From an optimization exercise on the open Yosys and OpenROAD flow, aimed at small area and few clock cycles per item; shortcuts taken in it are not production practice. Where RTL was checked, it was by simulation tests only, not by an equivalence proof against the original. For run 1, only the layout was checked, not whether the RTL still works.

==> flow/design.v, too long to show whole: its modules and the start of the top module <==
// module fp_mult_pipe: 1375 lines
// module fp_mult_fa: 10 lines
// module fp_mult_ha: 9 lines
module fp_mult_pipe #(
  parameter int unsigned EXP_W = 8,
  parameter int unsigned MAN_W = 23,
  parameter int unsigned TAG_W = 4
) (
  input  logic                   clk,
  input  logic                   rstn,
  input  logic                   in_valid,
  output logic                   in_ready,
  input  logic [EXP_W+MAN_W:0]   a,
  input  logic [EXP_W+MAN_W:0]   b,
  input  logic [TAG_W-1:0]       in_tag,
  output logic                   out_valid,
  input  logic                   out_ready,
  output logic [EXP_W+MAN_W:0]   result,
  output logic [TAG_W-1:0]       out_tag,
  output logic [3:0]             flags
);
  // ...
==> flow/flow/run.sh <==
#!/bin/bash
# Standard ORFS layout, with plain buffers on the ports instead of the delay cell buffer_ports
# picks, and with the synthesis buffers removed at floorplan so repair_design rebuffers.
set -euo pipefail
bash standard.sh BUFFER_PORTS_ARGS="-buffer_cell sky130_fd_sc_hd__buf_2" REMOVE_ABC_BUFFERS=1  finish > make.log 2>&1
==> flow/standard.sh <==
#!/bin/bash
# synth_recipe.tcl (not shown) runs the flow's synth.tcl, then flattens the netlist and writes it again
# the make line also repeats each setting of config.mk as NAME=value (left out here)
make -C /OpenROAD-flow-scripts/flow DESIGN_CONFIG=/design/flow/config.mk WORK_HOME=/design/flow/orfs CLKGATE_MAP_FILE= SYNTH_SCRIPT=/design/flow/synth_recipe.tcl "${@:-finish}"
==> flow/config.mk <==
export PLATFORM = sky130hd
export DESIGN_NAME = fp_mult_pipe
export DESIGN_NICKNAME = fp_mult_pipe
export VERILOG_FILES = /design/flow/design.v
export SDC_FILE = /design/flow/constraint.sdc
export NUM_CORES = 4
export LEC_CHECK = 0
export ABC_AREA = 1
export CAP_MARGIN = 20
export CORE_MARGIN = 2
export CORE_UTILIZATION = 40
export CTS_BUF_LIST = sky130_fd_sc_hd__clkbuf_8
export GPL_TIMING_DRIVEN = 0
export SETUP_SLACK_MARGIN = 0.02
export SLEW_MARGIN = 20
export SYNTH_HIERARCHICAL = 1
export SYNTH_MINIMUM_KEEP_SIZE = 0
==> flow/constraint.sdc <==
create_clock -name core_clock -period 7.0 [get_ports {clk}]
set_input_delay 1.4000 -clock core_clock [delete_from_list [all_inputs] [get_ports {clk}]]
set_output_delay 1.4000 -clock core_clock [all_outputs]
set_load 0.01 [all_outputs]
==> out/results.ini, run 1 <==
[synthesis]
synth.area.top_cells = fa_1, xor2_1, o22ai_1
synth-edff-count = 45
synth_top_family_by_area = adder cells
synth_cells = 1776
synth_fa_ha_area_share_pct = 40.8
post-synth-top-count-cell = xor2_1

[layout]
fin_cells = 2374
inv_count = 159
fin_area_sq_um = 18400
fin_nets = 2277
sh_seq_area_pct = 7.50
n_fill_cell = 3627

[setup_path]
startpoint = r_p[9]
r2r-end = r_cls[1]
cp.required_ns = 5.60
path_max_fanout = 9

[die]
coreArea_sq_um = 38600
die_w_microns = 202

[global_routing]
first_global_vias = 14600
grt_max_degree = 36
antenna_found_initial = 0

[routing]
dr_total_vias = 14500
routed_wl_mm = 56.5
ant_nets = 0

[timing]
setup_tns_ns = 0

[outcome]
status = complete, no violations

[clocking]
clk-insertion-delay-late_ns = 0.31

[job]
drv_cap = 0

[placement]
gp_congestion = 0.881

==> run 2: changes to the inputs <==
--- a/flow/design.v
+++ b/flow/design.v
@@ -959,334 +959,111 @@
   wire s44_637, c44_637;
   fp_mult_fa u_s44_637 (.a(c43_553), .b(s44_594), .c(c43_593), .s(s44_637), .co(c44_637));
   wire s45_638, c45_638;
   fp_mult_fa u_s45_638 (.a(s45_595), .b(pp11_23_355), .c(c44_594), .s(s45_638), .co(c45_638));
   wire s46_639, c46_639;
   fp_mult_ha u_s46_639 (.a(c45_595), .b(pp11_24_356), .s(s46_639), .co(c46_639));
   wire [47:0] px = {c46_639, c45_638, c44_637, c43_636, c42_635, c41_634, c40_633, c39_632, c38_631, c37_630, c36_629, c35_628, c34_627, c33_626, c32_625, c31_624, c30_623, c29_622, c28_621, c27_620, c26_619, c25_618, c24_617, c23_616, c22_615, c21_614, c20_613, c19_612, c18_611, c17_610, c16_609, c15_608, c14_607, c13_606, c12_605, c11_604, c10_603, c9_602, c8_601, c7_600, c6_599, c5_598, c4_597, c3_596, s3_596, pp0_2_6, pp0_0n_4, pp0_0x_3};
   wire [47:0] py = {1'b0, s46_639, s45_638, s44_637, s43_636, s42_635, s41_634, s40_633, s39_632, s38_631, s37_630, s36_629, s35_628, s34_627, s33_626, s32_625, s31_624, s30_623, s29_622, s28_621, s27_620, s26_619, s25_618, s24_617, s23_616, s22_615, s21_614, s20_613, s19_612, s18_611, s17_610, s16_609, s15_608, s14_607, s13_606, s12_605, s11_604, s10_603, s9_602, s8_601, s7_600, s6_599, s5_598, s4_597, pp1_1_35, pp1_0x_33, pp0_1_5, 1'b0};
-  wire s1_640, c1_640;
-  fp_mult_ha u_s1_640 (.a(pp0_0n_4), .b(pp0_1_5), .s(s1_640), .co(c1_640));
-  wire s2_641, c2_641;
-  fp_mult_ha u_s2_641 (.a(pp0_2_6), .b(pp1_0x_33), .s(s2_641), .co(c2_641));
-  wire s3_642, c3_642;
-  fp_mult_ha u_s3_642 (.a(s3_596), .b(pp1_1_35), .s(s3_642), .co(c3_642));
-  wire s4_643, c4_643;
-  fp_mult_ha u_s4_643 (.a(c3_596), .b(s4_597), .s(s4_643), .co(c4_643));
-  wire s5_644, c5_644;
-  fp_mult_ha u_s5_644 (.a(c4_597), .b(s5_598), .s(s5_644), .co(c5_644));
-  wire s6_645, c6_645;
-  fp_mult_ha u_s6_645 (.a(c5_598), .b(s6_599), .s(s6_645), .co(c6_645));
-  wire s7_646, c7_646;
-  fp_mult_ha u_s7_646 (.a(c6_599), .b(s7_600), .s(s7_646), .co(c7_646));
-  wire s8_647, c8_647;
-  fp_mult_ha u_s8_647 (.a(c7_600), .b(s8_601), .s(s8_647), .co(c8_647));
-  wire s9_648, c9_648;
-  fp_mult_ha u_s9_648 (.a(c8_601), .b(s9_602), .s(s9_648), .co(c9_648));
-  wire s10_649, c10_649;
-  fp_mult_ha u_s10_649 (.a(c9_602), .b(s10_603), .s(s10_649), .co(c10_649));
-  wire s11_650, c11_650;
-  fp_mult_ha u_s11_650 (.a(c10_603), .b(s11_604), .s(s11_650), .co(c11_650));
-  wire s12_651, c12_651;
-  fp_mult_ha u_s12_651 (.a(c11_604), .b(s12_605), .s(s12_651), .co(c12_651));
-  wire s13_652, c13_652;
-  fp_mult_ha u_s13_652 (.a(c12_605), .b(s13_606), .s(s13_652), .co(c13_652));
-  wire s14_653, c14_653;
-  fp_mult_ha u_s14_653 (.a(c13_606), .b(s14_607), .s(s14_653), .co(c14_653));
-  wire s15_654, c15_654;
-  fp_mult_ha u_s15_654 (.a(c14_607), .b(s15_608), .s(s15_654), .co(c15_654));
-  wire s16_655, c16_655;
-  fp_mult_ha u_s16_655 (.a(c15_608), .b(s16_609), .s(s16_655), .co(c16_655));
-  wire s17_656, c17_656;
-  fp_mult_ha u_s17_656 (.a(c16_609), .b(s17_610), .s(s17_656), .co(c17_656));
-  wire s18_657, c18_657;
-  fp_mult_ha u_s18_657 (.a(c17_610), .b(s18_611), .s(s18_657), .co(c18_657));
-  wire s19_658, c19_658;
-  fp_mult_ha u_s19_658 (.a(c18_611), .b(s19_612), .s(s19_658), .co(c19_658));
-  wire s20_659, c20_659;
-  fp_mult_ha u_s20_659 (.a(c19_612), .b(s20_613), .s(s20_659), .co(c20_659));
-  wire s21_660, c21_660;
-  fp_mult_ha u_s21_660 (.a(c20_613), .b(s21_614), .s(s21_660), .co(c21_660));
-  wire t1_661 = c1_640 | s1_640;
-  wire t2_662 = c2_641 | s2_641;
-  wire t3_663 = c3_642 | s3_642;
-  wire t4_664 = c4_643 | s4_643;
-  wire t5_665 = c5_644 | s5_644;
-  wire t6_666 = c6_645 | s6_645;
-  wire t7_667 = c7_646 | s7_646;
-  wire t8_668 = c8_647 | s8_647;
-  wire t9_669 = c9_648 | s9_648;
-  wire t10_670 = c10_649 | s10_649;
-  wire t11_671 = c11_650 | s11_650;
-  wire t12_672 = c12_651 | s12_651;
-  wire t13_673 = c13_652 | s13_652;
-  wire t14_674 = c14_653 | s14_653;
-  wire t15_675 = c15_654 | s15_654;
-  wire t16_676 = c16_655 | s16_655;
-  wire t17_677 = c17_656 | s17_656;
-  wire t18_678 = c18_657 | s18_657;
-  wire t19_679 = c19_658 | s19_658;
-  wire t20_680 = c20_659 | s20_659;
-  wire t21_681 = c21_660 | s21_660;
-  wire z0_682 = ~pp0_0x_3;
-  wire z1_683 = ~(s1_640 ^ pp0_0x_3);
-  wire z2_684 = ~(s2_641 ^ t1_661);
-  wire z3_685 = ~(s3_642 ^ t2_662);
-  wire z4_686 = ~(s4_643 ^ t3_663);
-  wire z5_687 = ~(s5_644 ^ t4_664);
-  wire z6_688 = ~(s6_645 ^ t5_665);
-  wire z7_689 = ~(s7_646 ^ t6_666);
-  wire z8_690 = ~(s8_647 ^ t7_667);
-  wire z9_691 = ~(s9_648 ^ t8_668);
-  wire z10_692 = ~(s10_649 ^ t9_669);
-  wire z11_693 = ~(s11_650 ^ t10_670);
-  wire z12_694 = ~(s12_651 ^ t11_671);
-  wire z13_695 = ~(s13_652 ^ t12_672);
-  wire z14_696 = ~(s14_653 ^ t13_673);
-  wire z15_697 = ~(s15_654 ^ t14_674);
-  wire z16_698 = ~(s16_655 ^ t15_675);
-  wire z17_699 = ~(s17_656 ^ t16_676);
-  wire z18_700 = ~(s18_657 ^ t17_677);
-  wire z19_701 = ~(s19_658 ^ t18_678);
-  wire z20_702 = ~(s20_659 ^ t19_679);
-  wire z21_703 = ~(s21_660 ^ t20_680);
-  wire prod_zl = &{z0_682, z1_683, z2_684, z3_685, z4_686, z5_687, z6_688, z7_689, z8_690, z9_691, z10_692, z11_693, z12_694, z13_695, z14_696, z15_697, z16_698, z17_699, z18_700, z19_701, z20_702, z21_703};
-  wire G20_22_704 = c21_660 | (s21_660 & c20_659);
-  wire P20_22_705 = s21_660 & s20_659;
-  wire G17_19_706 = c18_657 | (s18_657 & c17_656);
-  wire P17_19_707 = s18_657 & s17_656;
-  wire G17_20_708 = c19_658 | (s19_658 & G17_19_706);
-  wire P17_20_709 = s19_658 & P17_19_707;
-  wire G17_22_710 = G20_22_704 | (P20_22_705 & G17_20_708);
-  wire P17_22_711 = P20_22_705 & P17_20_709;
-  wire G14_16_712 = c15_654 | (s15_654 & c14_653);
-  wire P14_16_713 = s15_654 & s14_653;
-  wire G14_17_714 = c16_655 | (s16_655 & G14_16_712);
-  wire P14_17_715 = s16_655 & P14_16_713;
-  wire G11_13_716 = c12_651 | (s12_651 & c11_650);
-  wire P11_13_717 = s12_651 & s11_650;
-  wire G11_14_718 = c13_652 | (s13_652 & G11_13_716);
-  wire P11_14_719 = s13_652 & P11_13_717;
-  wire G11_17_720 = G14_17_714 | (P14_17_715 & G11_14_718);
-  wire P11_17_721 = P14_17_715 & P11_14_719;
-  wire G11_22_722 = G17_22_710 | (P17_22_711 & G11_17_720);
-  wire P11_22_723 = P17_22_711 & P11_17_721;
-  wire G9_11_724 = c10_649 | (s10_649 & c9_648);
-  wire P9_11_725 = s10_649 & s9_648;
-  wire G6_8_726 = c7_646 | (s7_646 & c6_645);
-  wire P6_8_727 = s7_646 & s6_645;
-  wire G6_9_728 = c8_647 | (s8_647 & G6_8_726);
-  wire P6_9_729 = s8_647 & P6_8_727;
-  wire G6_11_730 = G9_11_724 | (P9_11_725 & G6_9_728);
-  wire P6_11_731 = P9_11_725 & P6_9_729;
-  wire G3_5_732 = c4_643 | (s4_643 & c3_642);
-  wire P3_5_733 = s4_643 & s3_642;
-  wire G3_6_734 = c5_644 | (s5_644 & G3_5_732);
-  wire P3_6_735 = s5_644 & P3_5_733;
-  wire P0_2_736 = s1_640 & pp0_0x_3;
-  wire G0_3_737 = c2_641 | (s2_641 & c1_640);
-  wire P0_3_738 = s2_641 & P0_2_736;
-  wire G0_6_739 = G3_6_734 | (P3_6_735 & G0_3_737);
-  wire P0_6_740 = P3_6_735 & P0_3_738;
-  wire G0_11_741 = G6_11_730 | (P6_11_731 & G0_6_739);
-  wire P0_11_742 = P6_11_731 & P0_6_740;
-  wire G0_22_743 = G11_22_722 | (P11_22_723 & G0_11_741);
-  wire P0_22_744 = P11_22_723 & P0_11_742;
-  wire prod_c = G0_22_743;
-  wire s22_745, c22_745;
-  fp_mult_ha u_s22_745 (.a(c21_614), .b(s22_615), .s(s22_745), .co(c22_745));
-  wire s23_746, c23_746;
-  fp_mult_ha u_s23_746 (.a(c22_615), .b(s23_616), .s(s23_746), .co(c23_746));
-  wire s24_747, c24_747;
-  fp_mult_ha u_s24_747 (.a(c23_616), .b(s24_617), .s(s24_747), .co(c24_747));
-  wire s25_748, c25_748;
-  fp_mult_ha u_s25_748 (.a(c24_617), .b(s25_618), .s(s25_748), .co(c25_748));
-  wire s26_749, c26_749;
-  fp_mult_ha u_s26_749 (.a(c25_618), .b(s26_619), .s(s26_749), .co(c26_749));
-  wire s27_750, c27_750;
-  fp_mult_ha u_s27_750 (.a(c26_619), .b(s27_620), .s(s27_750), .co(c27_750));
-  wire s28_751, c28_751;
-  fp_mult_ha u_s28_751 (.a(c27_620), .b(s28_621), .s(s28_751), .co(c28_751));
-  wire s29_752, c29_752;
-  fp_mult_ha u_s29_752 (.a(c28_621), .b(s29_622), .s(s29_752), .co(c29_752));
-  wire s30_753, c30_753;
-  fp_mult_ha u_s30_753 (.a(c29_622), .b(s30_623), .s(s30_753), .co(c30_753));
-  wire s31_754, c31_754;
-  fp_mult_ha u_s31_754 (.a(c30_623), .b(s31_624), .s(s31_754), .co(c31_754));
-  wire s32_755, c32_755;
-  fp_mult_ha u_s32_755 (.a(c31_624), .b(s32_625), .s(s32_755), .co(c32_755));
-  wire s33_756, c33_756;
-  fp_mult_ha u_s33_756 (.a(c32_625), .b(s33_626), .s(s33_756), .co(c33_756));
-  wire s34_757, c34_757;
-  fp_mult_ha u_s34_757 (.a(c33_626), .b(s34_627), .s(s34_757), .co(c34_757));
-  wire s35_758, c35_758;
-  fp_mult_ha u_s35_758 (.a(c34_627), .b(s35_628), .s(s35_758), .co(c35_758));
-  wire s36_759, c36_759;
-  fp_mult_ha u_s36_759 (.a(c35_628), .b(s36_629), .s(s36_759), .co(c36_759));
-  wire s37_760, c37_760;
-  fp_mult_ha u_s37_760 (.a(c36_629), .b(s37_630), .s(s37_760), .co(c37_760));
-  wire s38_761, c38_761;
-  fp_mult_ha u_s38_761 (.a(c37_630), .b(s38_631), .s(s38_761), .co(c38_761));
-  wire s39_762, c39_762;
-  fp_mult_ha u_s39_762 (.a(c38_631), .b(s39_632), .s(s39_762), .co(c39_762));
-  wire s40_763, c40_763;
-  fp_mult_ha u_s40_763 (.a(c39_632), .b(s40_633), .s(s40_763), .co(c40_763));
-  wire s41_764, c41_764;
-  fp_mult_ha u_s41_764 (.a(c40_633), .b(s41_634), .s(s41_764), .co(c41_764));
-  wire s42_765, c42_765;
-  fp_mult_ha u_s42_765 (.a(c41_634), .b(s42_635), .s(s42_765), .co(c42_765));
-  wire s43_766, c43_766;
-  fp_mult_ha u_s43_766 (.a(c42_635), .b(s43_636), .s(s43_766), .co(c43_766));
-  wire s44_767, c44_767;
-  fp_mult_ha u_s44_767 (.a(c43_636), .b(s44_637), .s(s44_767), .co(c44_767));
-  wire s45_768, c45_768;
-  fp_mult_ha u_s45_768 (.a(c44_637), .b(s45_638), .s(s45_768), .co(c45_768));
-  wire s46_769, c46_769;
-  fp_mult_ha u_s46_769 (.a(c45_638), .b(s46_639), .s(s46_769), .co(c46_769));
-  wire G23_770 = c23_746 | (s23_746 & c22_745);
-  wire P23_771 = s23_746 & s22_745;
-  wire G25_772 = c25_748 | (s25_748 & c24_747);
-  wire P25_773 = s25_748 & s24_747;
-  wire G27_774 = c27_750 | (s27_750 & c26_749);
-  wire P27_775 = s27_750 & s26_749;
-  wire G29_776 = c29_752 | (s29_752 & c28_751);
-  wire P29_777 = s29_752 & s28_751;
-  wire G31_778 = c31_754 | (s31_754 & c30_753);
-  wire P31_779 = s31_754 & s30_753;
-  wire G33_780 = c33_756 | (s33_756 & c32_755);
-  wire P33_781 = s33_756 & s32_755;
-  wire G35_782 = c35_758 | (s35_758 & c34_757);
-  wire P35_783 = s35_758 & s34_757;
-  wire G37_784 = c37_760 | (s37_760 & c36_759);
-  wire P37_785 = s37_760 & s36_759;
-  wire G39_786 = c39_762 | (s39_762 & c38_761);
-  wire P39_787 = s39_762 & s38_761;
-  wire G41_788 = c41_764 | (s41_764 & c40_763);
-  wire P41_789 = s41_764 & s40_763;
-  wire G43_790 = c43_766 | (s43_766 & c42_765);
-  wire P43_791 = s43_766 & s42_765;
-  wire G45_792 = c45_768 | (s45_768 & c44_767);
-  wire P45_793 = s45_768 & s44_767;
-  wire G47_794 = 1'b0 | (c46_639 & c46_769);
-  wire P47_795 = c46_639 & s46_769;
-  wire G24_796 = c24_747 | (s24_747 & G23_770);
-  wire P24_797 = s24_747 & P23_771;
-  wire G25_798 = G25_772 | (P25_773 & G23_770);
-  wire P25_799 = P25_773 & P23_771;
-  wire G28_800 = c28_751 | (s28_751 & G27_774);
-  wire P28_801 = s28_751 & P27_775;
-  wire G29_802 = G29_776 | (P29_777 & G27_774);
-  wire P29_803 = P29_777 & P27_775;
-  wire G32_804 = c32_755 | (s32_755 & G31_778);
-  wire P32_805 = s32_755 & P31_779;
-  wire G33_806 = G33_780 | (P33_781 & G31_778);
-  wire P33_807 = P33_781 & P31_779;
-  wire G36_808 = c36_759 | (s36_759 & G35_782);
-  wire P36_809 = s36_759 & P35_783;
-  wire G37_810 = G37_784 | (P37_785 & G35_782);
-  wire P37_811 = P37_785 & P35_783;
-  wire G40_812 = c40_763 | (s40_763 & G39_786);
-  wire P40_813 = s40_763 & P39_787;
-  wire G41_814 = G41_788 | (P41_789 & G39_786);
-  wire P41_815 = P41_789 & P39_787;
-  wire G44_816 = c44_767 | (s44_767 & G43_790);
-  wire P44_817 = s44_767 & P43_791;
-  wire G45_818 = G45_792 | (P45_793 & G43_790);
-  wire P45_819 = P45_793 & P43_791;
-  wire G26_820 = c26_749 | (s26_749 & G25_798);
-  wire P26_821 = s26_749 & P25_799;
-  wire G27_822 = G27_774 | (P27_775 & G25_798);
-  wire P27_823 = P27_775 & P25_799;
-  wire G28_824 = G28_800 | (P28_801 & G25_798);
-  wire P28_825 = P28_801 & P25_799;
-  wire G29_826 = G29_802 | (P29_803 & G25_798);
-  wire P29_827 = P29_803 & P25_799;
-  wire G34_828 = c34_757 | (s34_757 & G33_806);
-  wire P34_829 = s34_757 & P33_807;
-  wire G35_830 = G35_782 | (P35_783 & G33_806);
-  wire P35_831 = P35_783 & P33_807;
-  wire G36_832 = G36_808 | (P36_809 & G33_806);
-  wire P36_833 = P36_809 & P33_807;
-  wire G37_834 = G37_810 | (P37_811 & G33_806);
-  wire P37_835 = P37_811 & P33_807;
-  wire G42_836 = c42_765 | (s42_765 & G41_814);
-  wire P42_837 = s42_765 & P41_815;
-  wire G43_838 = G43_790 | (P43_791 & G41_814);
-  wire P43_839 = P43_791 & P41_815;
-  wire G44_840 = G44_816 | (P44_817 & G41_814);
-  wire P44_841 = P44_817 & P41_815;
-  wire G45_842 = G45_818 | (P45_819 & G41_814);
-  wire P45_843 = P45_819 & P41_815;
-  wire G30_844 = c30_753 | (s30_753 & G29_826);
-  wire P30_845 = s30_753 & P29_827;
-  wire G31_846 = G31_778 | (P31_779 & G29_826);
-  wire P31_847 = P31_779 & P29_827;
-  wire G32_848 = G32_804 | (P32_805 & G29_826);
-  wire P32_849 = P32_805 & P29_827;
-  wire G33_850 = G33_806 | (P33_807 & G29_826);
-  wire P33_851 = P33_807 & P29_827;
-  wire G34_852 = G34_828 | (P34_829 & G29_826);
-  wire P34_853 = P34_829 & P29_827;
-  wire G35_854 = G35_830 | (P35_831 & G29_826);
-  wire P35_855 = P35_831 & P29_827;
-  wire G36_856 = G36_832 | (P36_833 & G29_826);
-  wire P36_857 = P36_833 & P29_827;
-  wire G37_858 = G37_834 | (P37_835 & G29_826);
-  wire P37_859 = P37_835 & P29_827;
-  wire G46_860 = c46_769 | (s46_769 & G45_842);
-  wire P46_861 = s46_769 & P45_843;
-  wire G47_862 = G47_794 | (P47_795 & G45_842);
-  wire P47_863 = P47_795 & P45_843;
-  wire G38_864 = c38_761 | (s38_761 & G37_858);
-  wire P38_865 = s38_761 & P37_859;
-  wire G39_866 = G39_786 | (P39_787 & G37_858);
-  wire P39_867 = P39_787 & P37_859;
-  wire G40_868 = G40_812 | (P40_813 & G37_858);
-  wire P40_869 = P40_813 & P37_859;
-  wire G41_870 = G41_814 | (P41_815 & G37_858);
-  wire P41_871 = P41_815 & P37_859;
-  wire G42_872 = G42_836 | (P42_837 & G37_858);
-  wire P42_873 = P42_837 & P37_859;
-  wire G43_874 = G43_838 | (P43_839 & G37_858);
-  wire P43_875 = P43_839 & P37_859;
-  wire G44_876 = G44_840 | (P44_841 & G37_858);
-  wire P44_877 = P44_841 & P37_859;
-  wire G45_878 = G45_842 | (P45_843 & G37_858);
-  wire P45_879 = P45_843 & P37_859;
-  wire G46_880 = G46_860 | (P46_861 & G37_858);
-  wire P46_881 = P46_861 & P37_859;
-  wire G47_882 = G47_862 | (P47_863 & G37_858);
-  wire P47_883 = P47_863 & P37_859;
-  wire sum23_884 = s23_746 ^ c22_745;
-  wire sum24_885 = s24_747 ^ G23_770;
-  wire sum25_886 = s25_748 ^ G24_796;
-  wire sum26_887 = s26_749 ^ G25_798;
-  wire sum27_888 = s27_750 ^ G26_820;
-  wire sum28_889 = s28_751 ^ G27_822;
-  wire sum29_890 = s29_752 ^ G28_824;
-  wire sum30_891 = s30_753 ^ G29_826;
-  wire sum31_892 = s31_754 ^ G30_844;
-  wire sum32_893 = s32_755 ^ G31_846;
-  wire sum33_894 = s33_756 ^ G32_848;
-  wire sum34_895 = s34_757 ^ G33_850;
-  wire sum35_896 = s35_758 ^ G34_852;
-  wire sum36_897 = s36_759 ^ G35_854;
-  wire sum37_898 = s37_760 ^ G36_856;
-  wire sum38_899 = s38_761 ^ G37_858;
-  wire sum39_900 = s39_762 ^ G38_864;
-  wire sum40_901 = s40_763 ^ G39_866;
-  wire sum41_902 = s41_764 ^ G40_868;
-  wire sum42_903 = s42_765 ^ G41_870;
-  wire sum43_904 = s43_766 ^ G42_872;
-  wire sum44_905 = s44_767 ^ G43_874;
-  wire sum45_906 = s45_768 ^ G44_876;
-  wire sum46_907 = s46_769 ^ G45_878;
-  wire sum47_908 = c46_639 ^ G46_880;
-  wire [25:0] prod_hi = {sum47_908, sum46_907, sum45_906, sum44_905, sum43_904, sum42_903, sum41_902, sum40_901, sum39_900, sum38_899, sum37_898, sum36_897, sum35_896, sum34_895, sum33_894, sum32_893, sum31_892, sum30_891, sum29_890, sum28_889, sum27_888, sum26_887, sum25_886, sum24_885, sum23_884, s22_745};
+  wire g1_640 = pp0_0n_4 & pp0_1_5;
+  wire t1_641 = pp0_0n_4 | pp0_1_5;
+  wire g2_642 = pp0_2_6 & pp1_0x_33;
+  wire t2_643 = pp0_2_6 | pp1_0x_33;
+  wire g3_644 = s3_596 & pp1_1_35;
+  wire t3_645 = s3_596 | pp1_1_35;
+  wire g4_646 = c3_596 & s4_597;
+  wire t4_647 = c3_596 | s4_597;
+  wire g5_648 = c4_597 & s5_598;
+  wire t5_649 = c4_597 | s5_598;
+  wire g6_650 = c5_598 & s6_599;
+  wire t6_651 = c5_598 | s6_599;
+  wire g7_652 = c6_599 & s7_600;
+  wire t7_653 = c6_599 | s7_600;
+  wire g8_654 = c7_600 & s8_601;
+  wire t8_655 = c7_600 | s8_601;
+  wire g9_656 = c8_601 & s9_602;
+  wire t9_657 = c8_601 | s9_602;
+  wire g10_658 = c9_602 & s10_603;
+  wire t10_659 = c9_602 | s10_603;
+  wire g11_660 = c10_603 & s11_604;
+  wire t11_661 = c10_603 | s11_604;
+  wire g12_662 = c11_604 & s12_605;
+  wire t12_663 = c11_604 | s12_605;
+  wire g13_664 = c12_605 & s13_606;
+  wire t13_665 = c12_605 | s13_606;
+  wire g14_666 = c13_606 & s14_607;
+  wire t14_667 = c13_606 | s14_607;
+  wire g15_668 = c14_607 & s15_608;
+  wire t15_669 = c14_607 | s15_608;
+  wire g16_670 = c15_608 & s16_609;
+  wire t16_671 = c15_608 | s16_609;
+  wire g17_672 = c16_609 & s17_610;
+  wire t17_673 = c16_609 | s17_610;
+  wire g18_674 = c17_610 & s18_611;
+  wire t18_675 = c17_610 | s18_611;
+  wire g19_676 = c18_611 & s19_612;
+  wire t19_677 = c18_611 | s19_612;
+  wire g20_678 = c19_612 & s20_613;
+  wire t20_679 = c19_612 | s20_613;
+  wire g21_680 = c20_613 & s21_614;
+  wire t21_681 = c20_613 | s21_614;
+  logic [22:0] tza, tzb;
+  always_comb begin
+    tza[0] = 1'b1; tzb[0] = 1'b1;
+    for (int k = 1; k <= 22; k++) begin tza[k] = tza[k-1] & ~ma[k-1]; tzb[k] = tzb[k-1] & ~mb[k-1]; end
+  end
+  logic [22:0] tzm;
+  always_comb begin
+    for (int k = 0; k <= 22; k++) tzm[k] = tza[k] & tzb[22 - k];
+  end
+  wire prod_zl = |tzm;
+  wire G20_22_682 = g21_680 | (t21_681 & g20_678);
+  wire P20_22_683 = t21_681 & t20_679;
+  wire G17_19_684 = g18_674 | (t18_675 & g17_672);
+  wire P17_19_685 = t18_675 & t17_673;
+  wire G17_20_686 = g19_676 | (t19_677 & G17_19_684);
+  wire P17_20_687 = t19_677 & P17_19_685;
+  wire G17_22_688 = G20_22_682 | (P20_22_683 & G17_20_686);
+  wire P17_22_689 = P20_22_683 & P17_20_687;
+  wire G14_16_690 = g15_668 | (t15_669 & g14_666);
+  wire P14_16_691 = t15_669 & t14_667;
+  wire G14_17_692 = g16_670 | (t16_671 & G14_16_690);
+  wire P14_17_693 = t16_671 & P14_16_691;
+  wire G11_13_694 = g12_662 | (t12_663 & g11_660);
+  wire P11_13_695 = t12_663 & t11_661;
+  wire G11_14_696 = g13_664 | (t13_665 & G11_13_694);
+  wire P11_14_697 = t13_665 & P11_13_695;
+  wire G11_17_698 = G14_17_692 | (P14_17_693 & G11_14_696);
+  wire P11_17_699 = P14_17_693 & P11_14_697;
+  wire G11_22_700 = G17_22_688 | (P17_22_689 & G11_17_698);
+  wire P11_22_701 = P17_22_689 & P11_17_699;
+  wire G9_11_702 = g10_658 | (t10_659 & g9_656);
+  wire P9_11_703 = t10_659 & t9_657;
+  wire G6_8_704 = g7_652 | (t7_653 & g6_650);
+  wire P6_8_705 = t7_653 & t6_651;
+  wire G6_9_706 = g8_654 | (t8_655 & G6_8_704);
+  wire P6_9_707 = t8_655 & P6_8_705;
+  wire G6_11_708 = G9_11_702 | (P9_11_703 & G6_9_706);
+  wire P6_11_709 = P9_11_703 & P6_9_707;
+  wire G3_5_710 = g4_646 | (t4_647 & g3_644);
+  wire P3_5_711 = t4_647 & t3_645;
+  wire G3_6_712 = g5_648 | (t5_649 & G3_5_710);
+  wire P3_6_713 = t5_649 & P3_5_711;
+  wire P0_2_714 = t1_641 & pp0_0x_3;
+  wire G0_3_715 = g2_642 | (t2_643 & g1_640);
+  wire P0_3_716 = t2_643 & P0_2_714;
+  wire G0_6_717 = G3_6_712 | (P3_6_713 & G0_3_715);
+  wire P0_6_718 = P3_6_713 & P0_3_716;
+  wire G0_11_719 = G6_11_708 | (P6_11_709 & G0_6_717);
+  wire P0_11_720 = P6_11_709 & P0_6_718;
+  wire G0_22_721 = G11_22_700 | (P11_22_701 & G0_11_719);
+  wire P0_22_722 = P11_22_701 & P0_11_720;
+  wire prod_c = G0_22_721;
+  wire [25:0] prod_hi = {c46_639, c45_638, c44_637, c43_636, c42_635, c41_634, c40_633, c39_632, c38_631, c37_630, c36_629, c35_628, c34_627, c33_626, c32_625, c31_624, c30_623, c29_622, c28_621, c27_620, c26_619, c25_618, c24_617, c23_616, c22_615, c21_614} + {1'b0, s46_639, s45_638, s44_637, s43_636, s42_635, s41_634, s40_633, s39_632, s38_631, s37_630, s36_629, s35_628, s34_627, s33_626, s32_625, s31_624, s30_623, s29_622, s28_621, s27_620, s26_619, s25_618, s24_617, s23_616, s22_615};
   logic [2:0] cls;
   always_comb begin
     if (nan)       cls = {1'b1, snan_a | snan_b, 1'b1};
     else if (ixz)  cls = 3'b111;
     else if (inf)  cls = 3'b110;
     else if (zero) cls = 3'b100;
     else           cls = 3'b000;
   end
==> flow/config.mk (replaced) <==
export PLATFORM = sky130hd
export DESIGN_NAME = fp_mult_pipe
export DESIGN_NICKNAME = fp_mult_pipe
export VERILOG_FILES = /design/flow/design.v
export SDC_FILE = /design/flow/constraint.sdc
export NUM_CORES = 4
export LEC_CHECK = 0
export ABC_AREA = 1
export CAP_MARGIN = 20
export CORE_MARGIN = 2
export CORE_UTILIZATION = 50
export CTS_BUF_LIST = sky130_fd_sc_hd__clkbuf_8
export GPL_TIMING_DRIVEN = 0
export SETUP_SLACK_MARGIN = 0.02
export SLEW_MARGIN = 20
export SYNTH_HIERARCHICAL = 1
export SYNTH_MINIMUM_KEEP_SIZE = 0
==> run 2 against run 1 <==
  * Still clean on timing, DRC and antenna
  * Wire length down 9.7%
  * Final area shrank 6.8%
  * First-iteration DRC count shrank 33%
  * Synthesized area grew 0.23%
==> out/results.ini, run 2 <==
[setup_path]
path_buf_inv = 1
max_stage_delay_ns = 0.56
critPathTopFamily = adder cells
cp.required_ns = 7.06  ; +1.46 ns
cp.arrival_ns = 6.90
path_depth = 22
path_max_fanout = 30  ; +21
path_class = in2reg
path_cells = buf_6 > or2_2 > nand2_1 > nand2_8 > o22ai_1 > xor2_1 > fa_1 > fa_1 > fa_1 > fa_1 > fa_1 > ha_1 > a21oi_1 > o21ai_0 > a21oi_1 > o21ai_2 > a21oi_2 > nor2_1 > nand2_1 > nand2_1 > nand2_1 > nand2_1
cp-start-kind = input port
rr_worst_depth = 2
end_kind = flip-flop
cp_slowest_cell = fa_1

[synthesis]
synth_cell_types = 52
post-synth-top-count-cell = nand2_1
avgSynthCellArea_sq_um = 8.55
synth_top_area_cell = fa_1
synth_area_sq_um = 15600
synth_cells = 1829  ; +3.0%
ys_ff_latch = 46
yosysSeqAreaShare_pct = 8.80
ys_warn_count = 8
synth_async_sr_flop_share_pct = 2.17
synth.area.top_cells = fa_1, xor2_1, o22ai_1
synth_ff_type = edfxtp_1
synth_top_area_share_pct = 34.0
synthTopCellsByCount = nand2_1, xor2_1, fa_1, o22ai_1, inv_1
synth-edff-count = 45  ; unchanged

[layout]
drive_gt1_share_pct = 14.3
antenna-diode-count = 0
fin_nets = 2243  ; -1.5%
fin_area_sq_um = 17100  ; -6.8%
reg_top3 = r_p: 26 flops, r_esum: 9 flops, r_tag: 4 flops
fin_util_pct = 55.8
largest-register = r_p
syn_to_final_growth_pct = 9.39
mostFrequentLayoutCells = xor2_1, fa_1, o22ai_1
seq_area_sq_um = 1380
n_fill_cell = 2892  ; -20%
final_common_cell = xor2_1
largest_reg_flops = 26
multi_input_area_sq_um = 13700

[timing]
finalCritPeriodShare_pct = 97.8
fin_crit_ns = 6.85
worst_pin_slew_ns = 1.15
hold_viol = 0
setup_viol = 0
fmax_mhz = 146
drv_slew = 0
slew_headroom_pct = 23.1
setup_ws_ns = 0.153
skew_ns = 0.00409
setup_tns_ns = 0  ; unchanged

[global_routing]
first_global_vias = 14300  ; -2.3%
gr-usage-all-layers_pct = 30.6
grt_max_degree = 34  ; -5.6%
gr-total-overflow = 0
grt_pass1_wl_mm = 78.6
antenna_found_initial = 0  ; unchanged

[routing]
drc = 0
initialDrtViolationCount = 1275
ant_nets = 0  ; unchanged
firstDrtPassIters = 7
routed_wl_mm = 51.0  ; -9.7%
dr_total_vias = 14000  ; -3.5%
viasPerCell = 6.24
wl_per_cell_microns = 22.7

[clocking]
cts_tree = done
htree_levels = 2
cts_buffers = 5
clk-insertion-delay-late_ns = 0.30  ; about the same
clock_path_buffers = 2
clkTransAtPathRegs_ns = 0.08
cts-root-buf = clkbuf_8
cts.sinks = 46
ctsHoldBuffers = 0

[placement]
io_buffers = 113
dpl.hpwl_mm = 35.0
dp_slack_ns = -1.47
placed_area_sq_um = 16200
gp_congestion = 0.903  ; +2.4%

[job]
drv_cap = 0  ; unchanged

[outcome]
status = complete, no violations

[min_path]
hp-class = reg2reg
hold_depth = 2

[die]
die_h_microns = 181
dieArea_sq_um = 32700
io_pins = 114
coreArea_sq_um = 30700  ; -20%
initial_core_util_pct = 51.0
die_w_microns = 181  ; -10%
row_count = 64

[run 2: worst paths after layout]
kind / startpoint / to / slack (ns)
max: b[11] / r_p[23] / 0.15
min: r_v / r_v / 0.76
max reg2reg: r_v / r_p[24] / 5.74
min reg2reg: r_v / r_v / 0.76
max in group asynchronous: rstn / r_v / 6.06
min in group asynchronous: rstn / r_v / 0.86
[run 2: area by class of cell]
type	instances	area share, %
multi-input combinational	1522	80.0
sequential	46	8.04
timing repair buffer	133	5.04
inverter	136	3.17
tap	396	2.90
clock buffer	5	0.402
clock inverter	3	0.402
timing repair inverter	2	0.0585
[run 2: cell families after synthesis]
kind of cell               count (synthesis)  synth area share, %
and+or+nand+nor                          491                 13.9
AOI/OAI and AO/OA                        410                 15.7
adders and majority gates                325                 38.8
xor gates and xnor gates                 287                 16.1
buffers and inverters                    269                 6.71
DFF                                       46                 8.80
other                                      1               0.0240
[run 2: per-stage QoR]
step / cells / hold slack, ns
6_report: 2243 / 0.757
5_1_grt: 2243 / 0.834
4_1_cts: 2221 / 0.766
3_5_place_dp: 2212 / 0.747
3_3_place_gp: 2210 / 1.18
2_1_floorplan: 1701 / 1.10
[run 2: timing repair]
action                                  CTS  global route
gates resized for setup                  71            67
pin swaps                                 1            20
buffers inserted                          1            16
cloned                                    0             5
endpoints found under the setup margin   58            48
[run 2: layer usage]
layer / vias up / routed length, microns / global-route usage (%)
met5: - / 0 / 0
met4: 0 / 1660 / 12.1
met3: 132 / 4870 / 5.00
met2: 783 / 23800 / 50.1
met1: 6852 / 20700 / 40.6
li1: 6221 / - / -
[run 2: Yosys stat by module (local to each module, per instance)]
module / copies in the design / cells inside / cell area, sq um
fp_mult_fa: 262 / 1 / 20.0
fp_mult_pipe: 1 / 1549 / 10200
fp_mult_ha: 18 / 1 / 12.5
[run 2: worst min-delay path: stages, from the launching register on]
cell and delay [ns]:
dfrtp_1 0.36, nand2_2 0.24, nand2_1 0.13
Testbench counts of run 2, summed over its fixed seeds: cycles 16,008, items 16,000.
==> run 3: changes to the inputs <==
--- a/flow/config.mk
+++ b/flow/config.mk
@@ -8,8 +8,9 @@
 export ABC_AREA = 1
 export CAP_MARGIN = 20
 export CORE_MARGIN = 2
-export CORE_UTILIZATION = 50
+export CORE_UTILIZATION = 40
 export CTS_BUF_LIST = sky130_fd_sc_hd__clkbuf_8
+export GPL_ROUTABILITY_DRIVEN = 0
 export GPL_TIMING_DRIVEN = 0
 export SETUP_SLACK_MARGIN = 0.02
 export SLEW_MARGIN = 20
==> run 3 against run 2 <==
  * Still clean on timing, DRC and antenna
  * Synthesized area stayed put
  * Register-to-register slack about the same
  * Synthesized cell count unchanged
  * Clock skew up 0.0020 ns
  * Clock-buffer cell count unchanged
==> out/results.ini, run 3 <==
[outcome]
status = complete, no violations

[job]
drv_cap = 0  ; unchanged

[setup_path]
r2r_slack_ns = 5.75  ; about the same
path_class = in2reg
crit_top_cell = fa_1
r2r_start = r_v
cp.arrival_ns = 6.83  ; -0.07 ns
r2r-end = r_p[8]
path_buf_inv = 4  ; +3
path_max_fanout = 28  ; -6.7%
rr_worst_depth = 2  ; unchanged
path_cells = buf_8 > clkinvlp_4 > nand2_1 > nand2_1 > nand2_8 > o22ai_1 > xor2_1 > fa_1 > fa_1 > fa_1 > fa_1 > fa_1 > ha_1 > inv_1 > fa_1 > o21ai_2 > a21oi_2 > o21ai_2 > a21oi_1 > o21ai_1 > nand2_1 > inv_1 > nor2_1
max_stage_delay_ns = 0.49  ; -0.07 ns
end_kind = flip-flop
cp.required_ns = 7.07  ; about the same
cp-start-kind = input port
cp_slowest_cell = fa_1
critPathTopFamily = adder cells

[layout]
largest_reg_flops = 26  ; unchanged
reg_top3 = r_p: 26 flops, r_esum: 9 flops, r_tag: 4 flops
final_common_cell = xor2_1
largest-register = r_p
n_fill_cell = 3832  ; +33%
drive_gt1_share_pct = 14.0  ; -0.29 points
syn_to_final_growth_pct = 9.92
fin_nets = 2238  ; -0.22%
mostFrequentLayoutCells = xor2_1, fa_1, o22ai_1

[clocking]
cts.sinks = 46  ; unchanged
htree_levels = 2  ; unchanged
clkTransAtPathRegs_ns = 0.08  ; about the same
cts_tree = done
cts_buffers = 5  ; unchanged
clk-insertion-delay-late_ns = 0.31  ; about the same
cts-root-buf = clkbuf_8
ctsHoldBuffers = 0  ; unchanged
clock_path_buffers = 2  ; unchanged

[timing]
drv_slew = 0  ; unchanged
worst_pin_slew_ns = 1.16  ; +0.0126 ns
slew_headroom_pct = 22.3  ; -0.84 points
skew_ns = 0.00613  ; +0.00204 ns
rsz0062_at_grt = no
setup_ws_ns = 0.237  ; +0.0844 ns
finalCritPeriodShare_pct = 96.6  ; -1.2 points
hold_viol = 0  ; unchanged
setup_viol = 0  ; unchanged
fmax_mhz = 148  ; +1.2%
fin_crit_ns = 6.76  ; -0.0844 ns

[die]
die_h_microns = 202  ; +12%
io_pins = 114  ; unchanged
die_w_microns = 202  ; +12%
row_count = 72  ; +13%
dieArea_sq_um = 40700  ; +24%
initial_core_util_pct = 40.5  ; -11 points
coreArea_sq_um = 38600  ; +26%

[min_path]
hold_path.startpoint = r_v
min_to = r_v
hold_depth = 2  ; unchanged
hp-class = reg2reg

[global_routing]
grtUsageMet2_pct = 41.1  ; -9.0 points
grt_pass1_wl_mm = 81.5  ; +3.7%
gr-usage-all-layers_pct = 25.4  ; -5.1 points
grt_use_met1_pct = 33.3  ; -7.3 points
first_global_vias = 14600  ; +2.1%
gr-total-overflow = 0  ; unchanged
use_met3_pct = 5.16  ; +0.16 points
antenna_found_initial = 1  ; +1
grt_max_degree = 34  ; unchanged
grt-busiest-layer = met2

[routing]
routed_wl_mm = 52.5  ; +2.9%
viasPerCell = 5.99  ; -4.0%
firstDrtPassIters = 5  ; -2
wl_per_cell_microns = 22.2  ; -2.3%
drc = 0  ; unchanged
dr_total_vias = 14100  ; +1.1%
initialDrtViolationCount = 1480  ; +16%
ant_nets = 0  ; unchanged

[synthesis]
synth-edff-count = 45  ; unchanged
synth_cells = 1829  ; unchanged
synth_area_sq_um = 15600  ; unchanged
synth.area.top_cells = fa_1, xor2_1, o22ai_1
synth_async_sr_flop_share_pct = 2.17  ; unchanged
yosysSeqAreaShare_pct = 8.80  ; unchanged
synthTopCellsByCount = nand2_1, xor2_1, fa_1, o22ai_1, inv_1
synth_top_area_share_pct = 34.0  ; unchanged
synth_top_area_cell = fa_1
ys_warn_count = 8  ; unchanged
ys_ff_latch = 46  ; unchanged
synth_ff_type = edfxtp_1
synth_cell_types = 52  ; unchanged
avgSynthCellArea_sq_um = 8.55  ; unchanged
post-synth-top-count-cell = nand2_1

[placement]
dpl.hpwl_mm = 36.0  ; +2.9%
dp_slack_ns = -1.52  ; -0.0514 ns
io_buffers = 113  ; unchanged

==> run 3: worst register-to-register path: cells and delay by family (launching register included) <==
kind,cells,cell delay [ns]
DFF,1,0.39
buffers and inverters,1,0.26
and+or+nand+nor,1,0.29
==> run 3: logic make-up (layout without fill, tap and decap cells) <==
family	Yosys count	count (layout)	share of synthesized area, %
flip-flops	46	46	8.80
AND/OR/NAND/NOR	491	493	13.9
buffers and inverters	269	275	6.71
AO/OA/AOI/OAI	410	410	15.7
adder cells (fa/ha/maj)	325	325	38.8
XOR/XNOR	287	287	16.1
other	1	8	0.0240
==> run 3: repair_timing <==
action / in CTS / in global routing
pin swaps: 1 / 17
buffers inserted: 3 / 12
resized for setup: 70 / 72
setup endpoints to repair: 57 / 49
hold endpoints to repair: 0 / 0
cloned: 0 / 3
==> run 3: per-module statistics from Yosys, one instance, submodules excluded <==
module,flip-flops and latches,cells,times used
fp_mult_fa,0,1,262
fp_mult_pipe,46,1549,1
fp_mult_ha,0,1,18
==> run 3: routing by layer <==
metal  vias to the layer above  part of all wire [%]  wire, microns
met5                         -                     0              0
met4                         0                   4.1           2150
met3                       178                   9.3           4870
met2                       777                    46          24200
met1                      6974                    41          21300
li1                       6211                     -              -
==> run 3: how the worst max path moves through the flow <==
stage | from | cells after the start | slack (ns) | endpoint
after floorplan | b[0] | 20 | 0.24 | r_p[12]
after global placement | b[3] | 22 | -1.38 | r_p[12]
after global routing | a[5] | 20 | 0.03 | r_p[23]
final | b[3] | 23 | 0.24 | r_p[12]
after CTS | b[1] | 22 | 0.02 | r_p[12]
after detailed placement | b[3] | 22 | -1.52 | r_p[12]
==> run 3: area by class of cell <==
type / instances / area [sq um] / share of cell area (%)
Antenna cell: 2 / 5.00 / 0.0291
Inverter: 136 / 553 / 3.22
Timing Repair Buffer: 130 / 816 / 4.74
Clock buffer: 5 / 68.8 / 0.400
Sequential cell: 46 / 1380 / 8.00
Timing Repair inverter: 1 / 5.00 / 0.0291
Multi-Input combinational cell: 1521 / 13700 / 79.6
Clock inverter: 3 / 41.3 / 0.240
Tap cell: 518 / 648 / 3.77
==> run 3: through the flow <==
step | utilization, % | hold slack (ns) | area (sq um) | TNS (ns) | instances
finish | 44.5 | 0.736 | 17200 | 0 | 2362
global route | 44.5 | 0.818 | 17200 | 0 | 2361
CTS | 43.3 | 0.761 | 16800 | 0 | 2345
detailed placement | 42.4 | 0.751 | 16400 | -26.09 | 2334
global placement | 42.3 | 1.18 | 16300 | -22.91 | 2332
floorplan | - | 1.10 | 15100 | 0 | 1701
==> run 4: changes to the inputs <==
--- a/flow/config.mk
+++ b/flow/config.mk
@@ -10,7 +10,6 @@
 export CORE_MARGIN = 2
 export CORE_UTILIZATION = 40
 export CTS_BUF_LIST = sky130_fd_sc_hd__clkbuf_8
-export GPL_ROUTABILITY_DRIVEN = 0
 export GPL_TIMING_DRIVEN = 0
 export SETUP_SLACK_MARGIN = 0.02
 export SLEW_MARGIN = 20
==> run 4 against run 3 <==
  * Still clean
  * Clock skew rose by 0.0055 ns
  * Wire length fell by 0.14%
  * Synthesized area did not move
  * Synthesized cell count did not move
  * Global-route usage fell by 0.22 points
  * Non-clock buffer count rose by 2
  * Worst hold slack improved by 0.017 ns
  * Largest cell class unchanged
==> out/results.ini, run 4 <==
[synthesis]
synth_simple_gate_area_share_pct = 13.9  ; unchanged
synth_cell_types = 52  ; unchanged
synth-edff-count = 45  ; unchanged
synth_top_area_share_pct = 34.0  ; unchanged
avgSynthCellArea_sq_um = 8.55  ; unchanged
synthTopCellsByCount = nand2_1, xor2_1, fa_1, o22ai_1, inv_1
synth_async_sr_flop_share_pct = 2.17  ; unchanged
post-synth-top-count-cell = nand2_1
synth_cells = 1829  ; unchanged
synth_compound_area_share_pct = 15.7  ; unchanged
synth_ff_type = edfxtp_1
synth_top_family_by_area = adder cells
ys_warn_count = 8  ; unchanged
synth_fa_ha_area_share_pct = 38.8  ; unchanged
synth_top_area_cell = fa_1
yosysSeqAreaShare_pct = 8.80  ; unchanged
synth.area.mux_share_pct = 0  ; unchanged
ys_ff_latch = 46  ; unchanged
synth_xor_xnor_area_share_pct = 16.1  ; unchanged
synth_area_sq_um = 15600  ; unchanged
synth.area.top_cells = fa_1, xor2_1, o22ai_1

[setup_path]
end_kind = flip-flop
path_class = in2reg
cp-start-kind = input port
r2r_start = r_v
cp.required_ns = 7.06  ; about the same
path_max_fanout = 28  ; unchanged
r2r_slack_ns = 5.73  ; -0.02 ns
rr_worst_depth = 2  ; unchanged
cp.arrival_ns = 6.87  ; +0.04 ns
r2r-end = r_p[7]

[routing]
firstDrtPassIters = 6  ; +1
dr_total_vias = 14100  ; -0.38%
drc = 0  ; unchanged
ant_nets = 0  ; unchanged
wl_per_cell_microns = 22.2  ; -0.22%
viasPerCell = 5.96  ; -0.47%
routed_wl_mm = 52.4  ; -0.14%
initialDrtViolationCount = 1546  ; +4.5%

[timing]
setup_viol = 0  ; unchanged
skew_ns = 0.0117  ; +0.00555 ns
hold_viol = 0  ; unchanged
slew_headroom_pct = 25.9  ; +3.7 points
finalCritPeriodShare_pct = 97.3  ; +0.69 points
worst_pin_slew_ns = 1.11  ; -0.0549 ns
fmax_mhz = 147  ; -0.71%
drv_slew = 0  ; unchanged
fin_crit_ns = 6.81  ; +0.0480 ns

[die]
die_w_microns = 202  ; unchanged
dieArea_sq_um = 40700  ; unchanged
io_pins = 114  ; unchanged
die_h_microns = 202  ; unchanged
row_count = 72  ; unchanged
initial_core_util_pct = 40.5  ; unchanged
coreArea_sq_um = 38600  ; unchanged

[layout]
largest-register = r_p
fin_area_sq_um = 17200  ; about the same
mostFrequentLayoutCells = xor2_1, fa_1, o22ai_1
n_fill_cell = 3715  ; -3.1%
drive_gt1_share_pct = 13.8  ; -0.24 points
final_common_cell = xor2_1
fin_util_pct = 44.5  ; about the same
fin_nets = 2241  ; +0.13%
syn_to_final_growth_pct = 9.81  ; about the same
reg_top3 = r_p: 26 flops, r_esum: 9 flops, r_tag: 4 flops
largest_reg_flops = 26  ; unchanged

[placement]
placed_area_sq_um = 16400  ; about the same
io_buffers = 113  ; unchanged
dpl.hpwl_mm = 36.0  ; about the same
gp_congestion = 0.885

[clocking]
clk-insertion-delay-late_ns = 0.31  ; about the same
cts_buffers = 5  ; unchanged
ctsHoldBuffers = 0  ; unchanged
clkTransAtPathRegs_ns = 0.09  ; about the same
cts.sinks = 46  ; unchanged
cts_tree = done
cts-root-buf = clkbuf_8
htree_levels = 2  ; unchanged
clock_path_buffers = 2  ; unchanged

[global_routing]
first_global_vias = 14500  ; -0.58%
gr-usage-all-layers_pct = 25.2  ; -0.22 points
gr-total-overflow = 0  ; unchanged
antenna_found_initial = 1  ; unchanged
grt_pass1_wl_mm = 81.2  ; -0.38%
grt_max_degree = 34  ; unchanged

[min_path]
hold_path.startpoint = r_v
hp-class = reg2reg
min_to = r_v
hold_depth = 2  ; unchanged

[job]
drv_cap = 0  ; unchanged

[outcome]
status = complete, no violations

run 4: cell count changes in the layout (fill, tap and decap cells not counted), sizes merged:
cell / delta
inv: +2
clkinv: -2
diode: -1
buf: +3
run 4: per-module statistics from Yosys (local to each module, per instance):
module        area, sq um  flip-flops and latches  times used
fp_mult_fa           20.0                       0         262
fp_mult_ha           12.5                       0          18
fp_mult_pipe        10200                      46           1
run 4: kinds of logic after synthesis:
kind of cell | after synthesis
simple gates | 491
buf+inv | 269
other cells | 1
flops | 46
compound gates | 410
xor+xnor | 287
fa+ha+maj | 325
run 4: layout make-up:
class	count	area (sq um)	share of cell area (%)
inverters	136	552	3.21
well taps	518	648	3.77
clock buffers	6	82.6	0.481
repair inverters	2	10.0	0.0583
clock inverters	2	33.8	0.197
repair buffers	132	837	4.87
multi-input cells	1521	13600	79.4
flip-flops and latches	46	1380	8.01
diodes	1	2.50	0.0146
run 4: metal layers:
layer	GRT usage (%)	vias to the layer above	routed length, microns
met2	41.9	840	24400
met5	0	-	0
met4	8.32	0	1610
li1	-	6210	-
met3	4.80	142	4860
met1	33.1	6894	21600
run 4: critical path, cell delays in order:
cell and delay, ns:
buf_8 0.25, clkinvlp_4 0.24, nand2_1 0.18, nand2_4 0.23
o22ai_1 0.29, xor2_1 0.21, fa_1 0.47, fa_1 0.46
fa_1 0.52, fa_1 0.47, fa_1 0.49, ha_1 0.16
inv_1 0.06, fa_1 0.42, o21ai_2 0.21, a21oi_2 0.12
o21ai_2 0.22, a21oi_1 0.13, o21ai_1 0.18, nand2_1 0.07
inv_1 0.05, nor2_1 0.03
run 4: how the worst max path moves through the flow:
stage          cells past startpoint     from  slack [ns]          to
3_3_place_gp                      21     b[7]       -1.39     r_p[23]
3_5_place_dp                      22     b[3]       -1.42     r_p[23]
4_1_cts                           23     b[3]        0.02     r_p[12]
5_1_grt                           31  r_p[15]       -0.02  result[19]
2_1_floorplan                     20     b[0]        0.24     r_p[12]
6_report                          22     b[3]        0.19     r_p[12]
run 4: what timing repair did:
action	in CTS	in global routing
pin swaps	3	18
resized for setup	73	54
setup buffers	1	15
gates cloned	1	3
setup endpoints to repair	56	50
run 4: per-stage QoR:
step | TNS [ns] | cells | setup WS [ns] | hold WS [ns]
after floorplan | 0 | 1701 | 0.243 | 1.10
after global placement | -22.43 | 2332 | -1.39 | 1.18
after detailed placement | -23.85 | 2334 | -1.42 | 0.754
after CTS | 0 | 2344 | 0.0215 | 0.771
after global routing | -0.0677 | 2364 | -0.0239 | 0.828
final | 0 | 2364 | 0.189 | 0.753
==> run 5: changes to the inputs <==
==> flow/flow/run.sh (replaced) <==
#!/bin/bash
# Standard ORFS layout, with plain buffers on the ports instead of the delay cell buffer_ports
# picks, and with the synthesis buffers removed at floorplan so repair_design rebuffers.
set -euo pipefail
bash standard.sh BUFFER_PORTS_ARGS="-buffer_cell sky130_fd_sc_hd__buf_2" REMOVE_ABC_BUFFERS=1 CTS_ARGS="-sink_clustering_enable -repair_clock_nets -buf_list sky130_fd_sc_hd__clkbuf_8 -dont_use_dummy_load" finish > make.log 2>&1
==> run 5 against run 4 <==
  * Critical path depth up 1
  * Sequential share of layout area about the same
==> out/results.ini, run 5 <==
[outcome]
status = complete, no violations

[synthesis]
synth.area.top_cells = fa_1, xor2_1, o22ai_1
post-synth-top-count-cell = nand2_1
synth_area_sq_um = 15600  ; unchanged
ys_ff_latch = 46  ; unchanged
yosysSeqAreaShare_pct = 8.80  ; unchanged
synth_ff_type = edfxtp_1
synth_cells = 1829  ; unchanged
synth-edff-count = 45  ; unchanged
synthTopCellsByCount = nand2_1, xor2_1, fa_1, o22ai_1, inv_1
ys_warn_count = 8  ; unchanged
avgSynthCellArea_sq_um = 8.55  ; unchanged
synth_top_area_cell = fa_1
synth_async_sr_flop_share_pct = 2.17  ; unchanged
synth_cell_types = 52  ; unchanged
synth_top_area_share_pct = 34.0  ; unchanged

[setup_path]
crit_top_cell = fa_1
cp.arrival_ns = 6.84  ; -0.03 ns
cp.required_ns = 7.05  ; about the same
path_max_fanout = 28  ; unchanged
cp_slowest_cell = fa_1
path_cells = buf_8 > inv_1 > nand2_1 > nand2_1 > nand2_8 > o22ai_1 > xor2_1 > fa_1 > fa_1 > fa_1 > fa_1 > fa_1 > ha_1 > inv_1 > fa_1 > o21ai_2 > a21oi_2 > o21ai_2 > a21oi_1 > o21ai_1 > nand2_1 > inv_1 > nor2_1
path_class = in2reg
max_stage_delay_ns = 0.57  ; +0.05 ns
path_buf_inv = 4  ; unchanged
cp-start-kind = input port
critPathTopFamily = adder cells
end_kind = flip-flop

[timing]
setup_viol = 0  ; unchanged
fmax_mhz = 147  ; +0.35%
drv_slew = 0  ; unchanged
skew_ns = 0.0157  ; +0.00406 ns
finalCritPeriodShare_pct = 97.0  ; -0.34 points
fin_crit_ns = 6.79  ; -0.0236 ns
worst_pin_slew_ns = 1.12  ; +0.00607 ns
setup_ws_ns = 0.212  ; +0.0236 ns
hold_viol = 0  ; unchanged
setup_tns_ns = 0  ; unchanged
slew_headroom_pct = 25.5  ; -0.40 points

[routing]
dr_total_vias = 14000  ; -0.75%
viasPerCell = 5.92  ; -0.62%
routed_wl_mm = 52.4  ; about the same
drc = 0  ; unchanged
wl_per_cell_microns = 22.2  ; about the same
firstDrtPassIters = 5  ; -1
initialDrtViolationCount = 1650  ; +6.7%
ant_nets = 0  ; unchanged

[die]
die_h_microns = 202  ; unchanged
coreArea_sq_um = 38600  ; unchanged
initial_core_util_pct = 40.5  ; unchanged
io_pins = 114  ; unchanged
die_w_microns = 202  ; unchanged
row_count = 72  ; unchanged
dieArea_sq_um = 40700  ; unchanged

[clocking]
cts_buffers = 5  ; unchanged
clock_path_buffers = 2  ; unchanged
cts_tree = done
clkTransAtPathRegs_ns = 0.08  ; about the same
ctsHoldBuffers = 0  ; unchanged
htree_levels = 2  ; unchanged
cts-root-buf = clkbuf_8
cts.sinks = 46  ; unchanged
clk-insertion-delay-late_ns = 0.31  ; about the same

[layout]
reg_top3 = r_p: 26 flops, r_esum: 9 flops, r_tag: 4 flops
syn_to_final_growth_pct = 9.58
final_common_cell = xor2_1
drive_gt1_share_pct = 13.8  ; +0.022 points
mostFrequentLayoutCells = xor2_1, fa_1, o22ai_1
largest-register = r_p
fin_nets = 2241  ; unchanged
largest_reg_flops = 26  ; unchanged

[job]
drv_cap = 0  ; unchanged

[global_routing]
grt_max_degree = 34  ; unchanged
grt_pass1_wl_mm = 81.3  ; about the same
gr-usage-all-layers_pct = 25.2  ; about the same
first_global_vias = 14500  ; +0.16%
gr-total-overflow = 0  ; unchanged
antenna_found_initial = 1  ; unchanged

[placement]
dp_slack_ns = -1.42  ; unchanged
dpl.hpwl_mm = 36.0  ; unchanged
io_buffers = 113  ; unchanged
gp_congestion = 0.885  ; unchanged

[min_path]
hp-class = reg2reg

run 5: Yosys stat by module (local to each module, per instance):
module	flops+latches	area, sq um	copies in the design
fp_mult_fa	0	20.0	262
fp_mult_pipe	46	10200	1
fp_mult_ha	0	12.5	18
run 5: area by class of cell:
type | instances | area, sq um
tap | 518 | 648
antenna | 1 | 2.50
timing repair buffer | 132 | 837
fill | 3719 | 21500
inverter | 136 | 549
timing repair inverter | 2 | 10.0
sequential | 46 | 1380
clock buffer | 5 | 68.8
multi-input combinational | 1521 | 13700
run 5: final timing paths:
kind	cells past startpoint	startpoint	endpoint	slack [ns]
setup / recovery	23	b[5]	r_p[12]	0.21
hold / removal	2	r_v	r_v	0.75
setup reg to reg	2	r_v	r_p[7]	5.72
hold reg to reg	2	r_v	r_v	0.75
max in group asynchronous	1	rstn	r_v	6.07
min in group asynchronous	1	rstn	r_v	0.85
run 5: kinds of logic after synthesis:
group / count (synthesis) / synth area share, %
compound gates: 410 / 15.7
xor+xnor: 287 / 16.1
fa+ha+maj: 325 / 38.8
buf+inv: 269 / 6.71
flops: 46 / 8.80
other cells: 1 / 0.0240
simple gates: 491 / 13.9
run 5: what timing repair did:
action	CTS	global route
gates cloned	1	3
endpoints found under the setup margin	56	50
resized for setup	76	55
setup buffers	1	15
pin swaps	3	18
run 5: tightest hold or removal path, cell delays in order, from the launching register on:
cell	delay (ns)
dfrtp_1	0.36
nand2_2	0.23
nand2_1	0.12
run 5: metrics by stage:
| stage | instance area [sq um] | utilization (%) | hold WS [ns] | cells |
|---|---|---|---|---|
| final | 17100 | 44.4 | 0.746 | 2361 |
| after floorplan | 15100 | - | 1.10 | 1701 |
| after CTS | 16700 | 43.3 | 0.771 | 2341 |
| after global placement | 16300 | 42.3 | 1.18 | 2332 |
| after detailed placement | 16400 | 42.4 | 0.754 | 2334 |
| after global routing | 17100 | 44.4 | 0.828 | 2361 |
run 5: layer usage:
| layer | vias up | track usage [%] | part of all wire [%] |
|---|---|---|---|
| met4 | 0 | 8.35 | 3.0 |
| li1 | 6204 | - | - |
| met1 | 6800 | 33.1 | 41 |
| met2 | 840 | 42.0 | 46 |
| met5 | - | 0 | 0 |
| met3 | 137 | 4.80 | 9.8 |

==> port drivers added, routing unchanged <==
How much do the figures lean on ideal ports? The routed layouts below were timed once more, with nothing changed but the port constraints.
Step 1 assumes that a clkbuf_16 drives the clock port and a buf_2 every other input.
Step 2, shift: input delay + t, output delay - t, t = (earliest + latest rising clock arrival at the registers) / 2. This alone moves slack from input paths to output paths.
Slacks: ideal ports / drivers / drivers and shift; pairs: ideal ports / drivers.
| run | t (ns) | setup WS [ns] | hold slack, ns | pins driven straight from the clock port |
|---|---|---|---|---|
| run 1 | 0.339 | 0.245 / 0.201 / -0.138 | 0.756 / 0.756 / 0.756 | 1 |
| run 2 | 0.334 | 0.153 / 0.161 / -0.172 | 0.757 / 0.757 / 0.757 | 1 |
| run 3 | 0.339 | 0.237 / 0.204 / -0.135 | 0.736 / 0.736 / 0.736 | 1 |
| run 4 | 0.339 | 0.189 / 0.140 / -0.199 | 0.753 / 0.753 / 0.753 | 1 |
| run 5 | 0.333 | 0.212 / 0.175 / -0.158 | 0.746 / 0.746 / 0.746 | 1 |
Met with ideal ports but missed after step 2: setup timing in every run listed. For run 4, which loses most, drivers alone change the setup slack by -0.049 ns; drivers and shift together by -0.388 ns.
